Context: an optimization exercise on an open-source flow, tuned for small area, a short achievable clock period and few clock cycles per item. The choices shown serve that exercise and are no tape-out recipe.
RTL that was checked went through simulation tests only; none was proved equivalent to the original.
Power and IR drop assume default switching activity.

## execute_stage
module execute_stage #(
   parameter int GHSR_WIDTH = exec_pkg::GHSR_WIDTH_DEFAULT
) (
   input  logic                  clk,
   input  logic                  reset,
   input  logic [31:0]           data1,
   input  logic [31:0]           data2,
   input  logic [31:0]           pc,
   input  logic [31:0]           immediate_data,
   input  logic [15:0]           control_in,      
   input  logic [40:0]           branch_predict,  
   input  logic [1:0]            fwd_sel_rs1,     
   input  logic [1:0]            fwd_sel_rs2,
   input  logic [31:0]           fwd_data_ex_mem,
   input  logic [31:0]           fwd_data_mem_wb,
   output logic [15:0]           control_out,
   output logic [31:0]           rd_data,
   output logic [31:0]           branch_target_pc,
   output logic                  branch_flush,
   output logic [31:0]           memory_data,
   output logic [31:0]           memory_addr,
   output logic                  ex2if_branch_valid,
   output logic                  ex2if_branch_taken,
   output logic [31:0]           ex2if_branch_addr,
   output logic [31:0]           ex2if_branch_target_addr,
   output logic                  ex2if_branch_update_ghsr,
   output logic [GHSR_WIDTH-1:0] ex2if_ghsr_restore,
   output logic                  muldiv_ready
);
   exec_pkg::control_type        ctrl;
   exec_pkg::branch_predict_type bp;
   logic [31:0] rs1;
   logic [31:0] rs2;
   logic [31:0] right;
   logic [31:0] sum;
   logic [31:0] other_result;
   logic [31:0] xor_bits;
   logic        lt_signed;
   logic        lt_unsigned;
   logic [31:0] muldiv_result;
   assign ctrl = control_in;
   assign bp   = branch_predict;
   operand_select operand_select_i (
      .data1           (data1),
      .data2           (data2),
      .fwd_sel_rs1     (fwd_sel_rs1),
      .fwd_sel_rs2     (fwd_sel_rs2),
      .fwd_data_ex_mem (fwd_data_ex_mem),
      .fwd_data_mem_wb (fwd_data_mem_wb),
      .ops_rs1         (rs1),
      .ops_rs2         (rs2)
   );
   assign right = ctrl.alu_src ? immediate_data : rs2;
   assign memory_addr = rs1 + immediate_data;
   alu alu_i (
      .left        (rs1),
      .right       (right),
  ...
Size: about 4900 cells after synthesis, about 100 flip-flops, ~480 I/O pins, about 0.030 sq mm of cells after synthesis.
clock: 10.0 ns
lec_check: 0
abc_area: 1
cap_margin: 20
core_margin: 2
core_utilization: 40
setup_slack_margin: 1.5
slew_margin: 20
standard.sh (not shown) runs the stock make flow with config.mk's settings and CLKGATE_MAP_FILE= SYNTH_SCRIPT=/design/flow/synth_recipe.tcl, a recipe that flattens the netlist after the stock synthesis.
==> flow/flow/run.sh <==
#!/bin/bash
# Standard layout, with plain buffers on the ports instead of the delay cells buffer_ports picks,
# and ORFS's power recovery after global routing (downsizes gates off the critical paths)
set -euo pipefail
export BUFFER_PORTS_ARGS="-buffer_cell sky130_fd_sc_hd__buf_2"
export RECOVER_POWER=100
bash standard.sh > standard.log 2>&1
The baseline reached the layout checks and failed them: max-capacitance violations, max-slew violations.
Next try:
==> flow/flow/run.sh (replaced) <==
#!/bin/bash
# Standard layout, with plain buffers on the ports instead of the delay cells buffer_ports picks
set -euo pipefail
export BUFFER_PORTS_ARGS="-buffer_cell sky130_fd_sc_hd__buf_1"
bash standard.sh > standard.log 2>&1
--- a/flow/config.mk
+++ b/flow/config.mk
@@ -12 +12 @@
-export SETUP_SLACK_MARGIN = 1.5
+export SETUP_SLACK_MARGIN = 1.2
After rerunning: This time the run finished clean. Wire length falls by about 4.4%. Worst setup slack gets better by 0.43 ns. Hold slack gets worse by 0.0062 ns. Global-route usage falls by 1.4 points. Final area falls by about 3.5%. Via count falls by 0.73%. Power falls by 9.3%. Clock-buffer cell count falls by 1. Fmax rises by about 5%. Clock power falls by about 3%. Non-clock buffer count falls by 6.
Next try:
--- a/flow/config.mk
+++ b/flow/config.mk
@@ -12 +12 @@
-export SETUP_SLACK_MARGIN = 1.2
+export SETUP_SLACK_MARGIN = 1.8
@@ -13,0 +14 @@
+export TNS_END_PERCENT = 20
Critical path depth fell by 1.
Wire length grows slightly.
Flip-flop and latch count is unchanged.
Design area goes up by a few percent.
Clock-buffer cell count is unchanged.
Worst setup slack improved by 0.33 ns.
Die area is unchanged.
Sequential share of layout area shrinks by 0.27 points.
Next try:
--- a/flow/flow/run.sh
+++ b/flow/flow/run.sh
@@ -4 +4 @@
-export BUFFER_PORTS_ARGS="-buffer_cell sky130_fd_sc_hd__buf_1"
+export BUFFER_PORTS_ARGS="-buffer_cell sky130_fd_sc_hd__buf_2"
--- a/flow/config.mk
+++ b/flow/config.mk
@@ -12 +12 @@
-export SETUP_SLACK_MARGIN = 1.8
+export SETUP_SLACK_MARGIN = 1.5
@@ -14 +13,0 @@
-export TNS_END_PERCENT = 20
Clock power went up by about 3%.
Power went up by about 0.9%.
Worst setup slack got worse by 0.075 ns.
Cell area went up by 0.60%.
Final cell count went down by 0.50%.
Synthesized cell count is unchanged.
Clock-buffer cell count went up by 1.
Routed wire length went up by about 3%.
Area after synthesis does not change.
Function was not checked in any run of this note: the RTL went through the layout flow alone.

========
Another version of the RTL of execute_stage (not shown whole).
Size in the first run: ~5,100 cells after synthesis, ~100 flip-flops, about 31,000 µm² of cells after synthesis.
clock: 10.0 ns
lec_check: 0
abc_area: 1
cap_margin: 20
core_margin: 2
core_utilization: 40
setup_slack_margin: 2.0
slew_margin: 20
==> flow/flow/run.sh <==
#!/bin/bash
# Standard layout, with plain buffers on the ports instead of the delay cells buffer_ports picks
set -euo pipefail
export BUFFER_PORTS_ARGS="-buffer_cell sky130_fd_sc_hd__buf_2"
bash standard.sh > standard.log 2>&1
The starting point completed without violations.
Testbench counts at the start, summed over its fixed seeds: cycles 34,886, instrs 24,164.
Next try:
ABC_AREA = unset   (was 1)
SETUP_SLACK_MARGIN = 1.5   (was 2.0)
After rerunning: Sequential power rises by about 0.7%; total power grows by 21%; critical path depth fell by 5; area after synthesis came out higher by 1.9%; fmax came out lower by 6.1%; final area is about the same; clock-buffer cell count is higher by 2; via count goes down by 7.3%.

========
execute_stage, a different RTL version from the one above (not shown whole).
Size: ~4,200 cells after synthesis, roughly 100 flip-flops, roughly 480 I/O pins, about 31,000 sq um of cells after synthesis.
==> flow/config.mk <==
export PLATFORM = sky130hd
export DESIGN_NAME = execute_stage
export DESIGN_NICKNAME = execute_stage
export VERILOG_FILES = /design/flow/design.v
export SDC_FILE = /design/flow/constraint.sdc
export NUM_CORES = 4
export LEC_CHECK = 0
export CAP_MARGIN = 20
export CORE_MARGIN = 2
export CORE_UTILIZATION = 40
export SETUP_SLACK_MARGIN = 0.3
export SLEW_MARGIN = 20
==> flow/constraint.sdc <==
create_clock -name core_clock -period 10.0 [get_ports {clk}]
set_input_delay 2.0000 -clock core_clock [delete_from_list [all_inputs] [get_ports {clk}]]
set_output_delay 2.0000 -clock core_clock [all_outputs]
set_load 0.01 [all_outputs]
run.sh (not shown) runs the stock make flow with config.mk's settings and CLKGATE_MAP_FILE= SYNTH_SCRIPT=/design/flow/synth_recipe.tcl, a recipe that flattens the netlist after the stock synthesis.
Stock flow here: none of the scripts above is used.
Testbench counts at the start, summed over its fixed seeds: cycles 34,886, instrs 24,164.
Rerun with:
Settings changed: SETUP_SLACK_MARGIN 0.3 to 1.5.
Effect:
- clock-buffer cell count stays the same
- design area rises by 7.2%
- via count rises by 2.2%
- total power rises by about 11%
- global-route usage rises by 1.9 points

========
== before ==
Another version of the RTL of execute_stage (not shown whole).
Size: ~4,600 cells after synthesis, ~480 I/O pins, ~0.029 mm^2 of cells after synthesis.
==> flow/config.mk <==
export PLATFORM = sky130hd
export DESIGN_NAME = execute_stage
export DESIGN_NICKNAME = execute_stage
export VERILOG_FILES = /design/flow/design.v
export SDC_FILE = /design/flow/constraint.sdc
export NUM_CORES = 4
export LEC_CHECK = 0
export ABC_AREA = 1
export CAP_MARGIN = 20
export CORE_MARGIN = 2
export CORE_UTILIZATION = 40
export SETUP_SLACK_MARGIN = 1.3
export SLEW_MARGIN = 20
==> flow/constraint.sdc <==
create_clock -name core_clock -period 10.0 [get_ports {clk}]
set_input_delay 2.0000 -clock core_clock [delete_from_list [all_inputs] [get_ports {clk}]]
set_output_delay 2.0000 -clock core_clock [all_outputs]
set_load 0.01 [all_outputs]
standard.sh (not shown) runs the stock make flow with config.mk's settings and CLKGATE_MAP_FILE= SYNTH_SCRIPT=/design/flow/synth_recipe.tcl, a recipe that flattens the netlist after the stock synthesis.
==> flow/flow/run.sh <==
#!/bin/bash
# Standard layout, with plain buffers on the ports instead of the delay cells buffer_ports picks
set -euo pipefail
export BUFFER_PORTS_ARGS="-buffer_cell sky130_fd_sc_hd__buf_1"
bash standard.sh > standard.log 2>&1
before completed end to end with timing, DRC and antenna clean.
Testbench counts of before, summed over its fixed seeds: cycles 35,945, instrs 24,164.
Input-level comparison between after and before:
# before
export LEC_CHECK = 0
export ABC_AREA = 1
export CAP_MARGIN = 20
export CORE_MARGIN = 2
export CORE_UTILIZATION = 40
export SETUP_SLACK_MARGIN = 1.3
export SLEW_MARGIN = 20
create_clock -name core_clock -period 10.0 [get_ports {clk}]
# after
export LEC_CHECK = 0
export ABC_AREA = 1
export CAP_MARGIN = 20
export CORE_MARGIN = 2
export CORE_UTILIZATION = 40
export SETUP_SLACK_MARGIN = 1.7
export SLEW_MARGIN = 20
create_clock -name core_clock -period 10.0 [get_ports {clk}]
--- outcome ---
- As of after, final cell count had risen slightly compared to before.
- Compared with before, in after layout sequential cell count has remained practically unchanged, fraction of final layout cells with drive strength greater than 1 has increased, share of total power in combinational logic has increased, leakage component of the power has increased, sequential share of layout area has decreased.
- after ended up with met5 as its highest metal layer used by the detailed router; before ended up with met4.
- Looking at before and after, the portion of the layout cell area used by clock cells is a wash.
- From before to after, area after synthesis did not move at all.
- after vs. before: proportion of power drawn by the clock network went down by 0.3 points.
- Wire length grows slightly when moving from before to after.

[re-timing with driven ports]
In the flow no input, the clock included, has a driving cell. The finished layouts below were timed again as built, in two steps.
Step 1, drivers: a clkbuf_16 drives clk and a buf_2 each remaining input, both assumed.
Step 2 moves the port delays by t, midway between the first and last clock arrival at a register: inputs arrive t later, outputs are due t later. That takes back most of the time a late clock gives input paths.
Slacks: no drivers / after step 1 / after step 2; pairs: no drivers / after step 1.
run | shift t [ns] | setup WS [ns] | worst slew at a driven data input, ns | slew violations
the first run of note 1 | 0.430 | 0.865 / 0.846 / 0.820 | 0.15 | 208 / 233
the second run of note 1 | 0.410 | 1.297 / 1.275 / 1.275 | 0.16 | 0 / 0
the third run of note 1 | 0.411 | 1.630 / 1.601 / 1.608 | 0.17 | 0 / 0
the fourth run of note 1 | 0.430 | 1.555 / 1.522 / 1.525 | 0.15 | 0 / 0
the first run of note 2 | 0.443 | 1.816 / 1.760 / 1.748 | 0.13 | 0 / 0
the second run of note 2 | 0.409 | 1.281 / 1.228 / 1.056 | 0.08 | 0 / 0
the first run of note 3 | 0.414 | 0.316 / 0.293 / 0.266 | 0.09 | 0 / 0
the second run of note 3 | 0.419 | 0.621 / 0.590 / 0.590 | 0.11 | 0 / 0
before | 0.417 | 1.327 / 1.304 / 1.193 | 0.12 | 0 / 0
after | 0.422 | 1.737 / 1.715 / 1.715 | 0.12 | 0 / 0
With drivers on, slew violations rise in the first run of note 1. The setup slack of the second run of note 2, which loses most, moves by -0.053 ns with the drivers and by -0.225 ns with both steps.
